This is an optimization exercise on Yosys and OpenROAD, whose aim is small area, a short achievable clock period and few clock cycles per item, not a production implementation.
In this exercise RTL edits were held to simulation tests only and were not proved equivalent to the original.
Power figures rest on the tool's default switching activity, not on a simulated workload.

==> trial 41: inputs <==
Design partition_count_table, start of the top module:
module partition_count_table
#(
    parameter int MAX_ELEMENTS = MAX_ELEMENTS_DEF
) (
    input  wire logic                  aclk,
    input  wire logic                  aresetn,
    input  wire logic                  s_tvalid,
    output logic                       s_tready,
    input  wire logic [S_TDATA_W-1:0]  s_tdata,   
    output logic                       m_tvalid,
    input  wire logic                  m_tready,
    output logic [M_TDATA_W-1:0]       m_tdata,   
    output logic                       m_tuser    
);
    logic             s_load, a_load, a_from_s, b_load;
    logic [Q_W-1:0]   s_q;
    logic [15:0]      dec_r, dec_d, dec_k;
    logic [15:0]      a_r, a_d, a_k;
    logic [VAL_W-1:0] lu_entry, lu_total;
    logic             lu_oor;
    logic [VAL_W-1:0] b_entry, b_total;
    logic             b_oor;
    pct_ctrl u_ctrl (
        .aclk     (aclk),
        .aresetn  (aresetn),
        .s_tvalid (s_tvalid),
        .s_tready (s_tready),
        .m_tready (m_tready),
        .m_tvalid (m_tvalid),
        .s_load   (s_load),
        .a_load   (a_load),
        .a_from_s (a_from_s),
        .b_load   (b_load)
    );
    pct_dec u_dec (
        .q            (a_from_s ? s_q : s_tdata[Q_W-1:0]),
        .r_oh         (dec_r),
        .d_oh         (dec_d),
        .k_oh         (dec_k)
    );
    pct_dp u_dp (
        .r_oh        (a_r),
        .d_oh        (a_d),
        .k_oh        (a_k),
        .entry_count (lu_entry),
        .row_total   (lu_total),
        .out_of_range(lu_oor)
    );
    always_ff @(posedge aclk) begin
        if (s_load) s_q <= s_tdata[Q_W-1:0];
        if (a_load) begin
            a_r   <= dec_r;
            a_d   <= dec_d;
            a_k   <= dec_k;
        end
        if (b_load) begin
            b_entry <= lu_entry;
            b_total <= lu_total;
            b_oor   <= lu_oor;
        end
    end
    assign m_tdata = {{(M_TDATA_W-2*VAL_W){1'b0}}, b_total, b_entry};
    assign m_tuser = b_oor;
endmodule
export LEC_CHECK = 0
export CAP_MARGIN = 20
export CELL_PAD_IN_SITES_DETAIL_PLACEMENT = 1
export CELL_PAD_IN_SITES_GLOBAL_PLACEMENT = 2
export CORE_MARGIN = 2
export CORE_UTILIZATION = 24
export CTS_BUF_LIST = sky130_fd_sc_hd__clkbuf_4 sky130_fd_sc_hd__clkbuf_8
export PLACE_DENSITY = 0.45
export SLEW_MARGIN = 20
create_clock -name core_clock -period 10.0 [get_ports {aclk}]
standard.sh (not shown) runs the stock make flow with config.mk's settings and CLKGATE_MAP_FILE= SYNTH_SCRIPT=/design/flow/synth_recipe.tcl, a recipe that flattens the netlist after the stock synthesis.
==> flow/flow/run.sh <==
#!/bin/bash
set -euo pipefail
export SETUP_SLACK_MARGIN=6.6
export BUFFER_PORTS_ARGS="-buffer_cell sky130_fd_sc_hd__buf_2"
bash standard.sh > standard_flow.log 2>&1
==> inputs of build 52, as changes to trial 41 <==
==> flow/flow/run.sh (replaced) <==
#!/bin/bash
# Own flow: the standard layout (standard.sh, all steps, unchanged scripts), with the
# timing repair at floorplan, CTS and global route aiming for SETUP_SLACK_MARGIN ns of setup
# slack instead of 0, so that gates on the table's paths get sized for a shorter period.
# The make output goes to standard_flow.log here; ORFS's own logs are under orfs/logs/.
set -euo pipefail
export SETUP_SLACK_MARGIN=6.6
bash standard.sh > standard_flow.log 2>&1
Settings changed: CORE_UTILIZATION 24 to 26, CTS_BUF_LIST sky130_fd_sc_hd__clkbuf_4 sky130_fd_sc_hd__clkbuf_8 to default.
==> summary of the runs <==
In build 52 the maximum frequency is higher than in trial 41, by 3.0%.
Trial 41 produced a clean layout. Build 52 went through all stages and came out clean.
Global-route usage: build 52 is higher than trial 41 (3.7 points).
Critical path depth: trial 41 is higher than build 52 (2).
Flip-flop and latch count is the same in build 52 and trial 41.
In build 52 the register-to-register slack is better than in trial 41, by 110 ps.
Between trial 41 and build 52, the lower sequential share of layout area is in build 52 (gap 0.49 points).
Count of clock-buffer cells in the layout is the same in build 52 and trial 41.
Against trial 41, the final cell count of build 52 is lower by about 1.7%.
==> figures <==
metric                                                                    build 52                 trial 41
Depth of the worst hold-timing path                                              2                        1
Total of plain and repair buffers excluding clock buffers                      222                      234
Height of the die                                                           241 µm                   251 µm
Area taken by multi-input logic gates                                    10800 µm²                10700 µm²
Setup fix buffers added after clock tree synthesis                              10                        7
Result of the run                                          complete, no violations  complete, no violations
Antenna diode instance count                                                     9                       12
Clock share of power                                                         29.5%                    25.9%
Core Region                                                              55300 µm²                60200 µm²
Layout cell share with drive strength beyond 1                               16.7%                    20.2%
Cell area after placement                                                16300 µm²                16000 µm²
Number of placed instances, taps included                                     2802                     2834
Power per Cell Area                                                     117 nW/µm²               112 nW/µm²
Effective utilization at floorplan                                           26.4%                    24.2%
Full die area                                                            58100 µm²                62800 µm²
P_leak                                                                     8.56 nW                  8.46 nW
Min Hold Slack                                                              515 ps                   512 ps
Testbench counts of trial 41, summed over its fixed seeds: cycles 2,416, queries 2,400.
Testbench counts of build 52, summed over its fixed seeds: cycles 2,416, queries 2,400.

========
==> garnet: inputs <==
partition_count_table, a different RTL version from the one above (not shown whole).
==> flow/config.mk <==
export PLATFORM = sky130hd
export DESIGN_NAME = partition_count_table
export DESIGN_NICKNAME = partition_count_table
export VERILOG_FILES = /design/flow/design.v
export SDC_FILE = /design/flow/constraint.sdc
export NUM_CORES = 4
export LEC_CHECK = 0
export CAP_MARGIN = 20
export CELL_PAD_IN_SITES_DETAIL_PLACEMENT = 1
export CELL_PAD_IN_SITES_GLOBAL_PLACEMENT = 2
export CORE_MARGIN = 2
export CORE_UTILIZATION = 24
export PLACE_DENSITY = 0.45
export SLEW_MARGIN = 20
==> flow/constraint.sdc <==
create_clock -name core_clock -period 10.0 [get_ports {aclk}]
set_input_delay 2.0000 -clock core_clock [delete_from_list [all_inputs] [get_ports {aclk}]]
set_output_delay 2.0000 -clock core_clock [all_outputs]
set_load 0.01 [all_outputs]
==> flow/flow/run.sh <==
#!/bin/bash
set -euo pipefail
export SETUP_SLACK_MARGIN=6.6
export BUFFER_PORTS_ARGS="-buffer_cell sky130_fd_sc_hd__buf_2"
bash standard.sh > standard_flow.log 2>&1
==> lagoon: changes against garnet <==
--- a/flow/config.mk
+++ b/flow/config.mk
@@ -10,5 +10,5 @@
 export CELL_PAD_IN_SITES_GLOBAL_PLACEMENT = 2
 export CORE_MARGIN = 2
-export CORE_UTILIZATION = 24
-export PLACE_DENSITY = 0.45
+export CORE_UTILIZATION = 22
+export PLACE_DENSITY = 0.4
 export SLEW_MARGIN = 20
==> indigo: changes against garnet <==
==> flow/flow/run.sh (replaced) <==
#!/bin/bash
set -euo pipefail
export SETUP_SLACK_MARGIN=6.4
export BUFFER_PORTS_ARGS="-buffer_cell sky130_fd_sc_hd__buf_2"
bash standard.sh > standard_flow.log 2>&1
--- a/flow/config.mk
+++ b/flow/config.mk
@@ -10,5 +10,5 @@
 export CELL_PAD_IN_SITES_GLOBAL_PLACEMENT = 2
 export CORE_MARGIN = 2
-export CORE_UTILIZATION = 24
-export PLACE_DENSITY = 0.45
+export CORE_UTILIZATION = 22
+export PLACE_DENSITY = 0.4
 export SLEW_MARGIN = 20
==> onyx: changes against garnet <==
==> flow/flow/run.sh (replaced) <==
#!/bin/bash
set -euo pipefail
export SETUP_SLACK_MARGIN=6.8
export BUFFER_PORTS_ARGS="-buffer_cell sky130_fd_sc_hd__buf_2"
bash standard.sh > standard_flow.log 2>&1
--- a/flow/config.mk
+++ b/flow/config.mk
@@ -10,5 +10,5 @@
 export CELL_PAD_IN_SITES_GLOBAL_PLACEMENT = 2
 export CORE_MARGIN = 2
-export CORE_UTILIZATION = 24
-export PLACE_DENSITY = 0.45
+export CORE_UTILIZATION = 22
+export PLACE_DENSITY = 0.4
 export SLEW_MARGIN = 20
==> qor summary <==
Result of the run: onyx timing/DRC/antenna clean; lagoon timing/DRC/antenna clean; garnet timing/DRC/antenna clean; indigo timing/DRC/antenna clean
Total length of routed met2 wires: onyx 59950 um; lagoon 60580 um; garnet 60400 um; indigo 63190 um
Site Rows: onyx 92; lagoon 92; garnet 88; indigo 92
Area of the die: onyx 0.06526 sq mm; lagoon 0.06526 sq mm; garnet 0.05991 sq mm; indigo 0.06526 sq mm
Slack of the worst reg-to-reg path: onyx 6180 ps; lagoon 6330 ps; garnet 6120 ps; indigo 6190 ps
Pin count of the biggest net entering global routing: onyx 77; lagoon 77; garnet 73; indigo 77
Grt met2 use: onyx 0.6249; lagoon 0.6345; garnet 0.6916; indigo 0.6645
Detailed-routing wirelength on met1: onyx 56480 um; lagoon 57540 um; garnet 56730 um; indigo 59940 um
Max Clock Skew: onyx 23.66 ps; lagoon 19.19 ps; garnet 23.86 ps; indigo 24.82 ps
Routed length on met3: onyx 22300 um; lagoon 21020 um; garnet 22700 um; indigo 19730 um
Worst Reg-to-Reg Cells: onyx 7; lagoon 7; garnet 7; indigo 6
Non-filler cells in the finished layout: onyx 2956; lagoon 2910; garnet 2841; indigo 2896
First-pass GRT wire length: onyx 202800 um; lagoon 201600 um; garnet 203400 um; indigo 207300 um
Fraction of area in multi-input gates: onyx 0.5580; lagoon 0.5718; garnet 0.5745; indigo 0.5742
Fill cell total of the finished layout: onyx 7502; lagoon 7609; garnet 6990; indigo 7659
Total length of routed wires: onyx 156100 um; lagoon 156400 um; garnet 157200 um; indigo 160100 um
Signed area change from the synthesized netlist to the final layout: onyx 34.28%; lagoon 26.59%; garnet 25.67%; indigo 22.49%
Testbench counts of garnet, summed over its fixed seeds: cycles 2,416, queries 2,400.
Testbench counts of lagoon, summed over its fixed seeds: cycles 2,416, queries 2,400.
Testbench counts of indigo, summed over its fixed seeds: cycles 2,416, queries 2,400.
Testbench counts of onyx, summed over its fixed seeds: cycles 2,416, queries 2,400.

static timing again, ports no longer ideal:
The results above use ideal ports. As a check the final layouts listed here were re-extracted and re-timed, cells and wires unchanged.
Step 1 sets driving cells, clkbuf_16 on the clock port and buf_2 on the other inputs (assumed; they add their load-dependent delay and slew).
Step 2 times the ports against the registers' clock, not the clock port: input delays grow and output delays shrink by t, the midpoint of the rising clock arrivals with the driver on.
Three values: ideal ports, drivers, drivers and shift; two values: the first two.
run | shift t [ns] | setup WS [ns] | worst register clock-pin slew, ns
trial 41 | 0.626 | 6.236 / 6.236 / 6.236 | 0.12 / 0.12
build 52 | 0.550 | 6.347 / 6.347 / 6.169 | 0.07 / 0.07
garnet | 0.578 | 6.122 / 6.122 / 6.122 | 0.09 / 0.09
lagoon | 0.575 | 6.332 / 6.332 / 6.323 | 0.08 / 0.08
indigo | 0.572 | 6.185 / 6.185 / 6.173 | 0.08 / 0.08
onyx | 0.571 | 6.176 / 6.176 / 6.176 | 0.08 / 0.08
After both steps every run listed still meets setup and hold. The setup slack of build 52, which loses most, moves by 0.000 ns with the drivers and by -0.178 ns with both steps.
